Background: an optimization exercise with open tools, aiming at small area. Do not read the settings as production practice. Where RTL was checked, it was by simulation tests only, not by an equivalence proof against the original. Power and IR drop assume default switching activity. No driver is modelled on the clock port, so clocking that relies on it looks cheaper here than on a real chip.

the baseline:
==> flow/design.v (excerpt) <==
module data_memory_responder #(
  parameter int DEPTH       = 32,
  parameter int WAIT_STATES = 2
) (
  input  logic        CLK,
  input  logic        RESET_N,
  input  logic        MemRead_control,
  input  logic        MemWrite_control,
  input  logic [63:0] Address,
  input  logic [63:0] Write_data,
  output logic [63:0] Read_data,
  output logic        Mem_ready,
  output logic        Mem_busy,
  output logic        Mem_error
);
Size in the first run: ~3500 cells after synthesis, about 2200 flip-flops, about 200 I/O pins, ~0.055 mm2 of cells after synthesis.
export LEC_CHECK = 0
export CAP_MARGIN = 20
export CORE_MARGIN = 2
export CORE_UTILIZATION = 75
export PLACE_DENSITY = 0.82
export SLEW_MARGIN = 20
create_clock -name core_clock -period 5.0 [get_ports {CLK}]
standard.sh (not shown) runs the stock make flow with config.mk's settings and CLKGATE_MAP_FILE= SYNTH_SCRIPT=/design/flow/synth_recipe.tcl, a recipe that flattens the netlist after the stock synthesis.
==> flow/flow/run.sh <==
#!/bin/bash
# Standard synthesis with an area-oriented ABC script, then the standard layout with plain
# buf_1 port buffers and a clock tree of our own settings.
set -euo pipefail
export FLOW_WORK="$PWD"
export MY_ABC_SCRIPT="$PWD/flow/abc_area.script"
SYN="SYNTH_SCRIPT=$PWD/flow/synth.tcl"
bash standard.sh synth "$SYN" > synth.log 2>&1
bash standard.sh finish "$SYN" \
  BUFFER_PORTS_ARGS="-buffer_cell sky130_fd_sc_hd__buf_1" \
  CTS_ARGS="-sink_clustering_enable -repair_clock_nets -dont_use_dummy_load -buf_list sky130_fd_sc_hd__clkbuf_16 -sink_clustering_size 33 -sink_clustering_max_diameter 70" \
  > layout.log 2>&1
==> flow/flow/abc_area.script <==
&get -n
&st
&dch
&nf -a -R 1000
&put
==> flow/flow/synth.tcl <==
# The standard synthesis (synth_recipe.tcl, in the work folder), with one change: the
# combinational logic is mapped by ABC with an area-oriented script (abc_area.script here)
# in place of ORFS's speed script. Registers are mapped before ABC and are unchanged.
proc abc {args} {
  set i [lsearch -exact $args -script]
  if {$i >= 0} {
    set args [lreplace $args [expr {$i + 1}] [expr {$i + 1}] $::env(MY_ABC_SCRIPT)]
  }
  puts "abc script: [lindex $args [expr {$i + 1}]]"
  yosys abc {*}$args
}
source $::env(FLOW_WORK)/synth_recipe.tcl
> inputs changed (the baseline -> the candidate)
- CORE_UTILIZATION now 72, was 75
- PLACE_DENSITY now 0.8, was 0.82
--- a/flow/flow/run.sh
+++ b/flow/flow/run.sh
@@ -9,4 +9,4 @@
 bash standard.sh finish "$SYN" \
   BUFFER_PORTS_ARGS="-buffer_cell sky130_fd_sc_hd__buf_1" \
-  CTS_ARGS="-sink_clustering_enable -repair_clock_nets -dont_use_dummy_load -buf_list sky130_fd_sc_hd__clkbuf_16 -sink_clustering_size 33 -sink_clustering_max_diameter 70" \
+  CTS_ARGS="-sink_clustering_enable -repair_clock_nets -dont_use_dummy_load -buf_list sky130_fd_sc_hd__clkbuf_16 -sink_clustering_size 30 -sink_clustering_max_diameter 80" \
   > layout.log 2>&1
--- outcome ---
Delta (the candidate minus the baseline): maximum frequency went down by 0.89%; clock transition at the registers of the reported paths went down by 20 ps; routed length on met2 went down by 1600 um; power went up by 0.22 mW; core utilization went down by 2.9 points.
The placed instance area of the baseline and that of the candidate are within noise of each other.
Summary of the candidate over the baseline: number of placed instances with taps included went up, data arrival time at the worst-slack endpoint went up by 30 ps.

========
## rev 12
Another version of the RTL of data_memory_responder (not shown whole).
Size in the first run: about 4000 cells after synthesis, ~2300 flip-flops, ~200 I/O pins.
clock: 5.0 ns
lec_check: 0
cap_margin: 20
core_margin: 2
core_utilization: 30
cts_buf_list: sky130_fd_sc_hd__clkbuf_4 sky130_fd_sc_hd__clkbuf_8
cts_cluster_size: 30
slew_margin: 20
run.sh (not shown) runs the stock make flow with config.mk's settings and CLKGATE_MAP_FILE= SYNTH_SCRIPT=/design/flow/synth_recipe.tcl, a recipe that flattens the netlist after the stock synthesis.
Stock flow here: none of the scripts above is used.
The following lists how rev 13 was set up differently from rev 12:
- CTS_CLUSTER_SIZE: 30 -> unset
- CTS_BUF_LIST: sky130_fd_sc_hd__clkbuf_4 sky130_fd_sc_hd__clkbuf_8 -> unset
[summary]
Looking at wire length of the first global-routing pass, rev 13 sits below rev 12.
Of rev 13 and rev 12, it is rev 13 that has the lower length of routed wiring on met1.
Delta (rev 13 minus rev 12): arrival time of the worst setup path shrank by 150 ps, share of the clock period used by the worst path after layout moved down, wire length down 2.4 mm, cell count shrank by about 3.2%.
Power of rev 13 exceeds that of rev 12 slightly.

========
P:
data_memory_responder, a different RTL version from the one above (not shown whole).
For scale: roughly 3900 cells after synthesis.
// data_memory_responder
module data_memory_responder #(
  parameter int DEPTH       = 32,
  parameter int WAIT_STATES = 2
) (
  input  logic        CLK,
  input  logic        RESET_N,
  input  logic        MemRead_control,
  input  logic        MemWrite_control,
  input  logic [63:0] Address,
  input  logic [63:0] Write_data,
  output logic [63:0] Read_data,
  output logic        Mem_ready,
  output logic        Mem_busy,
  output logic        Mem_error
);
  logic [1:0]  state, state_nxt;
  logic [1:0]  rot, rot_nxt;
  logic [2:0]  since_rst;      
  logic        idle, accept, live_mis;
  logic        cap_ld, cap_mis, wr_pend, wr_pend_nxt;
  logic [4:0]  cap_idx, idx_nxt;
  logic [63:0] wr_buf, rd_buf, rd_tap;
  logic [63:0] ring [8][4];
  logic [7:0]  wr_fire, wr_fire_nxt, wr_keep;
  logic [15:0] tap_sel, tap_sel_nxt;
  logic        rd_live, rd_buf_sel, commit_nxt;
  assign live_mis = |Address[2:0];
  assign idle      = (state == 2'd0);
  ...
clock: 5.0 ns
lec_check: 0
cap_margin: 20
core_margin: 2
core_utilization: 65
place_density: 0.75
slew_margin: 20
standard.sh (not shown) runs the stock make flow with config.mk's settings and CLKGATE_MAP_FILE= SYNTH_SCRIPT=/design/flow/synth_recipe.tcl, a recipe that flattens the netlist after the stock synthesis.
==> flow/flow/run.sh <==
#!/bin/bash
# Standard synthesis and layout, with plain buf_1 port buffers and a clock tree of our own settings.
set -euo pipefail
bash standard.sh synth > synth.log 2>&1
bash standard.sh finish \
  BUFFER_PORTS_ARGS="-buffer_cell sky130_fd_sc_hd__buf_1" \
  CTS_ARGS="-sink_clustering_enable -repair_clock_nets -dont_use_dummy_load -buf_list {sky130_fd_sc_hd__clkbuf_8 sky130_fd_sc_hd__clkbuf_16} -root_buf sky130_fd_sc_hd__clkbuf_16 -tree_buf sky130_fd_sc_hd__clkbuf_16 -sink_clustering_buffer sky130_fd_sc_hd__clkbuf_8 -sink_clustering_size 20 -sink_clustering_max_diameter 60" \
  > layout.log 2>&1
Setup changes, P to Q
==> flow/flow/run.sh <==
#!/bin/bash
# Standard synthesis and layout, with plain buf_1 port buffers and a clock tree of our own settings.
set -euo pipefail
bash standard.sh synth > synth.log 2>&1
bash standard.sh finish \
  BUFFER_PORTS_ARGS="-buffer_cell sky130_fd_sc_hd__buf_1" \
  CTS_ARGS="-sink_clustering_enable -repair_clock_nets -dont_use_dummy_load -buf_list sky130_fd_sc_hd__clkbuf_16 -sink_clustering_size 30 -sink_clustering_max_diameter 80" \
  > layout.log 2>&1
[summary]
Q against P: total met2 wirelength after detailed routing ~0 delta, static leakage power ~0 delta.
Compared with P, the router placed fewer vias in Q.
On relative area change from synthesis to final layout: between P and Q, it ends up higher for Q.
Run comparison: P class of the tightest hold or removal check input port to asynchronous set/reset pin; Q class of the tightest hold or removal check flip-flop to flip-flop
Going from P to Q, sequential share of layout area has remained practically unchanged, clock distribution area overhead in the final layout has increased, routed wire length has remained practically unchanged, slack of the critical path has increased.
No run of this note included a check of the RTL's function; only the layout flow was run.

========
data_memory_responder, a different RTL version from the one above (not shown whole).
For scale: ~3600 cells after synthesis, about 2200 flip-flops, ~200 I/O pins, roughly 0.056 mm² of cells after synthesis.
clock: 5.0 ns
lec_check: 0
cap_margin: 20
core_margin: 2
core_utilization: 65
place_density: 0.75
slew_margin: 20
==> flow/flow/run.sh <==
#!/bin/bash
# Standard synthesis with an area-oriented ABC script, then the standard layout with plain
# buf_1 port buffers and a clock tree of our own settings.
set -euo pipefail
export FLOW_WORK="$PWD"
export MY_ABC_SCRIPT="$PWD/flow/abc_area.script"
SYN="SYNTH_SCRIPT=$PWD/flow/synth.tcl"
bash standard.sh synth "$SYN" > synth.log 2>&1
bash standard.sh finish "$SYN" \
  BUFFER_PORTS_ARGS="-buffer_cell sky130_fd_sc_hd__buf_1" \
  CTS_ARGS="-sink_clustering_enable -repair_clock_nets -dont_use_dummy_load -buf_list sky130_fd_sc_hd__clkbuf_16 -sink_clustering_size 30 -sink_clustering_max_diameter 80" \
  > layout.log 2>&1
Scripts as last shown in full above: flow/flow/abc_area.script, flow/flow/synth.tcl
The first run completed without violations.
==> next run, changes <==
CORE_UTILIZATION = 72   (was 65)
PLACE_DENSITY = 0.8   (was 0.75)
Effect:
- The new run completed without violations
- clock power is about the same
- worst setup slack degrades by 0.37 ns
- non-clock buffer count increases by 1
- hold slack gets worse by 0.014 ns
- core utilization climbs by 8.0 points
- total power is about the same

========
## main
The RTL this note starts from:
==> flow/design.v <==
module data_memory_responder #(
  parameter int DEPTH       = 32,
  parameter int WAIT_STATES = 2
) (
  input  logic        CLK,
  input  logic        RESET_N,
  input  logic        MemRead_control,
  input  logic        MemWrite_control,
  input  logic [63:0] Address,
  input  logic [63:0] Write_data,
  output logic [63:0] Read_data,
  output logic        Mem_ready,
  output logic        Mem_busy,
  output logic        Mem_error
);
  localparam int NTAP = 12;
  function automatic int tap_pos(input int i);
    tap_pos = 8 * (i / 3) + ((i % 3 == 0) ? 0 : (i % 3 == 1) ? 2 : 5);
  endfunction
  logic [1:0]  state, state_nxt;
  logic [4:0]  rot, rot_nxt;
  logic [3:0]  since_rst;      
  logic [3:0]  since_nxt;
  logic        idle, accept, live_mis, live_ld, take_wdata;
  logic        cap_ld, cap_st, cap_mis, wr_pend, wr_pend_nxt;
  logic        ld_nxt, st_nxt, busy_nxt, hold, hold_nxt;
  logic [4:0]  cap_idx, idx_nxt, pos_nxt;
  logic [63:0] dbuf, dbuf_nxt;
  logic [63:0] ring [32];
  logic [7:0]  wr_fire, wr_fire_nxt, wr_keep;
  logic [NTAP-1:0] tap_reg, tap_reg_nxt, tap_live, tap_sel;
  logic [4:0]  tgt2, tgt5;
  logic        rd_commit, rd_hold, commit_nxt;
  assign live_mis = |Address[2:0];
  assign idle      = (state == 2'd0);
  assign accept    = idle && (MemRead_control ^ MemWrite_control);
  assign live_ld   = accept && MemRead_control && !live_mis;
  assign state_nxt = (!idle || accept) ? state + 2'd1 : state;
  assign rot_nxt   = rot + 5'd1;
  assign idx_nxt   = idle ? Address[7:3] : cap_idx;
  assign since_nxt = {since_rst[2:0], 1'b1};
  always_ff @(posedge CLK or negedge RESET_N) begin
    if (!RESET_N) begin
      state     <= 2'd0;
      rot       <= 5'd0;
      since_rst <= 4'd0;
    end else begin
      state     <= state_nxt;
      rot       <= rot_nxt;
      since_rst <= since_nxt;
    end
  end
  always_ff @(posedge CLK) begin
    if (idle) begin
      cap_idx <= Address[7:3];
      cap_ld  <= MemRead_control && !live_mis;
      cap_st  <= MemWrite_control && !live_mis;
      cap_mis <= live_mis;
    end
  end
  assign pos_nxt = idx_nxt + rot_nxt;
  always_comb begin
    wr_pend_nxt = accept ? (MemWrite_control && !live_mis) : (wr_pend && !(|wr_fire));
    for (int p = 0; p < 8; p++)
      wr_fire_nxt[p] = wr_pend_nxt && (pos_nxt == 5'(4*p + 31));
  end
  always_ff @(posedge CLK or negedge RESET_N) begin
    if (!RESET_N) begin
      wr_pend <= 1'b0;
      wr_fire <= '0;
    end else begin
      wr_pend <= wr_pend_nxt;
      wr_fire <= wr_fire_nxt;
    end
  end
  assign wr_keep = ~wr_fire & {8{since_rst[3]}};
  always_ff @(posedge CLK) begin
    for (int q = 0; q < 32; q++) begin
      if (q % 4 == 0)
        ring[q] <= ({64{wr_fire[q/4]}} & dbuf) | ({64{wr_keep[q/4]}} & ring[(q+31)%32]);
      else
        ring[q] <= ring[q-1];
    end
  end
  assign tgt2     = 5'd2 - rot;
  assign tgt5     = 5'd5 - rot;
  assign ld_nxt   = (state_nxt != 2'd0) && (idle ? (MemRead_control && !live_mis) : cap_ld);
  assign st_nxt   = (state_nxt != 2'd0) && (idle ? (MemWrite_control && !live_mis) : cap_st);
  assign busy_nxt = (state_nxt != 2'd0);
  always_comb begin
    for (int i = 0; i < NTAP; i++) begin
      if (tap_pos(i) % 8 == 2)
        tap_live[i] = live_ld && (Address[5:3] == tgt2[2:0])
                      && (2'(Address[7:6] - tgt2[4:3]) == 2'(tap_pos(i) / 8)) && since_rst[tap_pos(i) % 4];
      else if (tap_pos(i) % 8 == 5)
        tap_live[i] = live_ld && (Address[5:3] == tgt5[2:0])
                      && (2'(Address[7:6] - tgt5[4:3]) == 2'(tap_pos(i) / 8)) && since_rst[tap_pos(i) % 4];
      else
        tap_live[i] = 1'b0;
      tap_reg_nxt[i] = ld_nxt && (state_nxt != 2'd3) && (pos_nxt == 5'(tap_pos(i)))
                       && since_nxt[tap_pos(i) % 4];
    end
    hold_nxt = busy_nxt && (st_nxt || (ld_nxt && !(|tap_reg_nxt)));
  end
  assign tap_sel    = tap_reg | tap_live;
  assign take_wdata = idle && !MemRead_control;
  always_comb begin
    dbuf_nxt = ({64{take_wdata}} & Write_data) | ({64{hold}} & dbuf);
    for (int i = 0; i < NTAP; i++)
      dbuf_nxt = dbuf_nxt | ({64{tap_sel[i]}} & ring[tap_pos(i)]);
  end
  always_ff @(posedge CLK or negedge RESET_N) begin
    if (!RESET_N) begin
      tap_reg <= '0;
      hold    <= 1'b0;
    end else begin
      tap_reg <= tap_reg_nxt;
      hold    <= hold_nxt;
    end
  end
  always_ff @(posedge CLK) dbuf <= dbuf_nxt;
  assign commit_nxt = (state_nxt == 2'd2) && cap_ld;
  always_ff @(posedge CLK or negedge RESET_N) begin
    if (!RESET_N) begin
      rd_commit <= 1'b0;
      rd_hold   <= 1'b1;
    end else begin
      rd_commit <= commit_nxt;
      rd_hold   <= !commit_nxt;
    end
  end
  always_ff @(posedge CLK or negedge RESET_N) begin
    if (!RESET_N) Read_data <= '0;
    else Read_data <= ({64{rd_commit}} & dbuf_nxt) | ({64{rd_hold}} & Read_data);
  end
  assign Mem_busy  = !idle;
  assign Mem_ready = (state == 2'd3);
  assign Mem_error = Mem_ready && cap_mis;
endmodule
clock: 5.0 ns
lec_check: 0
cap_margin: 20
core_margin: 2
core_utilization: 80
place_density: 0.86
slew_margin: 20
==> flow/flow/run.sh <==
#!/bin/bash
# Standard synthesis with an area-oriented ABC script, then the standard layout with plain
# buf_1 port buffers and a clock tree of our own settings.
set -euo pipefail
export FLOW_WORK="$PWD"
export MY_ABC_SCRIPT="$PWD/flow/abc_area.script"
SYN="SYNTH_SCRIPT=$PWD/flow/synth.tcl"
bash standard.sh synth "$SYN" > synth.log 2>&1
bash standard.sh finish "$SYN" \
  BUFFER_PORTS_ARGS="-buffer_cell sky130_fd_sc_hd__buf_1" \
  CTS_ARGS="-sink_clustering_enable -repair_clock_nets -dont_use_dummy_load -buf_list sky130_fd_sc_hd__clkbuf_16 -sink_clustering_size 33 -sink_clustering_max_diameter 70" \
  > layout.log 2>&1
==> flow/flow/abc_area.script <==
&get -n
&st
&dch
&nf -a -R 1000
&st
&dch
&nf -a -R 1000
&put
Scripts as last shown in full above: flow/flow/synth.tcl
main finished end to end and its layout was clean on timing, DRC and antenna.
Input-level comparison between the feature branch and main:
- CORE_UTILIZATION: 80 -> 75
- PLACE_DENSITY: 0.86 -> 0.82
Results
- Met1 global-route usage: the feature branch < main
- When the feature branch is set beside main, its switching component of the power turns out to be 1.1% smaller.
- The feature branch -> main: fraction of area in clock buffers and inverters flat
- There was hardly any difference in reported clock group power between main and the feature branch.

========
Setup of v6:
data_memory_responder, a different RTL version from the one above (not shown whole).
Size: ~2200 flip-flops, about 200 I/O pins, roughly 58000 um2 of cells after synthesis.
make LEC_CHECK=0 CAP_MARGIN=20 CORE_MARGIN=2 CORE_UTILIZATION=65 CTS_BUF_LIST=sky130_fd_sc_hd__clkbuf_16 CTS_CLUSTER_DIAMETER=80 CTS_CLUSTER_SIZE=30 PLACE_DENSITY=0.75 SLEW_MARGIN=20 finish   # period 5.0 ns
run.sh (not shown) runs the stock make flow with config.mk's settings and CLKGATE_MAP_FILE= SYNTH_SCRIPT=/design/flow/synth_recipe.tcl, a recipe that flattens the netlist after the stock synthesis.
Stock flow here: none of the scripts above is used.
#### Input delta (v7 over v6)
Settings: clearing CTS_CLUSTER_DIAMETER, which used to be 80; clearing CTS_CLUSTER_SIZE, which used to be 30; clearing CTS_BUF_LIST, which used to be sky130_fd_sc_hd__clkbuf_16.
==> flow/flow/run.sh (new file) <==
#!/bin/bash
# Standard synthesis and layout, with plain buf_1 port buffers and a clock tree of our own settings.
set -euo pipefail
bash standard.sh synth > synth.log 2>&1
bash standard.sh finish \
  BUFFER_PORTS_ARGS="-buffer_cell sky130_fd_sc_hd__buf_1" \
  CTS_ARGS="-sink_clustering_enable -repair_clock_nets -dont_use_dummy_load -buf_list sky130_fd_sc_hd__clkbuf_16 -sink_clustering_size 30 -sink_clustering_max_diameter 80" \
  > layout.log 2>&1
==> flow/standard.sh (new file) <==
#!/bin/bash
# synth_recipe.tcl (not shown) runs the flow's synth.tcl, then flattens the netlist and writes it again
# the make line also repeats each setting of config.mk as NAME=value (left out here)
make -C /OpenROAD-flow-scripts/flow DESIGN_CONFIG=/design/flow/config.mk WORK_HOME=/design/flow/orfs CLKGATE_MAP_FILE= SYNTH_SCRIPT=/design/flow/synth_recipe.tcl "${@:-finish}"
removed: flow/run.sh
==> comparison <==
Number of clock buffers inserted by TritonCTS in v7 is 1 higher than in v6. Sort v6 and v7 by headroom to the max-slew limit, ascending, and v7 comes first. Number of inserted filler cells in the final layout in v7 is about 2% higher than in v6. Side by side, internal power turned out lower in v7 than in v6. Of v6 and v7, the run reporting the higher fraction of the cycle the final worst path needs was v7.

## static timing again, ports no longer ideal
The results above use ideal ports. As a check the final layouts listed here were re-extracted and re-timed, cells and wires unchanged.
Step 1 assumes that a clkbuf_16 drives the clock port and a buf_2 every other input.
Step 2 adds t to the input delays and takes it off the output delays; t is the mean of the earliest and latest rising clock arrival at the registers after step 1. Input paths then give back, and output paths get back, about the clock's delay inside the block.
Slacks: ideal / step 1 / step 2; pairs: ideal / step 1.
run	t, ns	setup WS [ns]	worst slew at a driven data input, ns
the baseline	0.722	1.302 / 1.302 / 0.821	0.12
the candidate	0.724	1.268 / 1.268 / 0.775	0.13
rev 12	1.076	1.456 / 1.379 / 1.824	0.11
rev 13	0.895	1.613 / 1.534 / 1.812	0.11
P	0.776	1.817 / 1.744 / 2.123	0.09
Q	0.732	1.857 / 1.789 / 2.115	0.08
the first run of note 4	0.722	1.052 / 1.052 / 0.728	0.09
the second run of note 4	0.728	0.680 / 0.680 / 0.626	0.12
main	0.714	1.243 / 1.243 / 0.827	0.11
the feature branch	0.722	1.200 / 1.200 / 0.729	0.14
v6	0.744	1.713 / 1.639 / 1.830	0.06
v7	0.716	1.679 / 1.615 / 2.160	0.10
After both steps every run listed still meets setup and hold. The setup slack of the candidate, which loses most, moves by 0.000 ns with the drivers and by -0.493 ns with both steps.
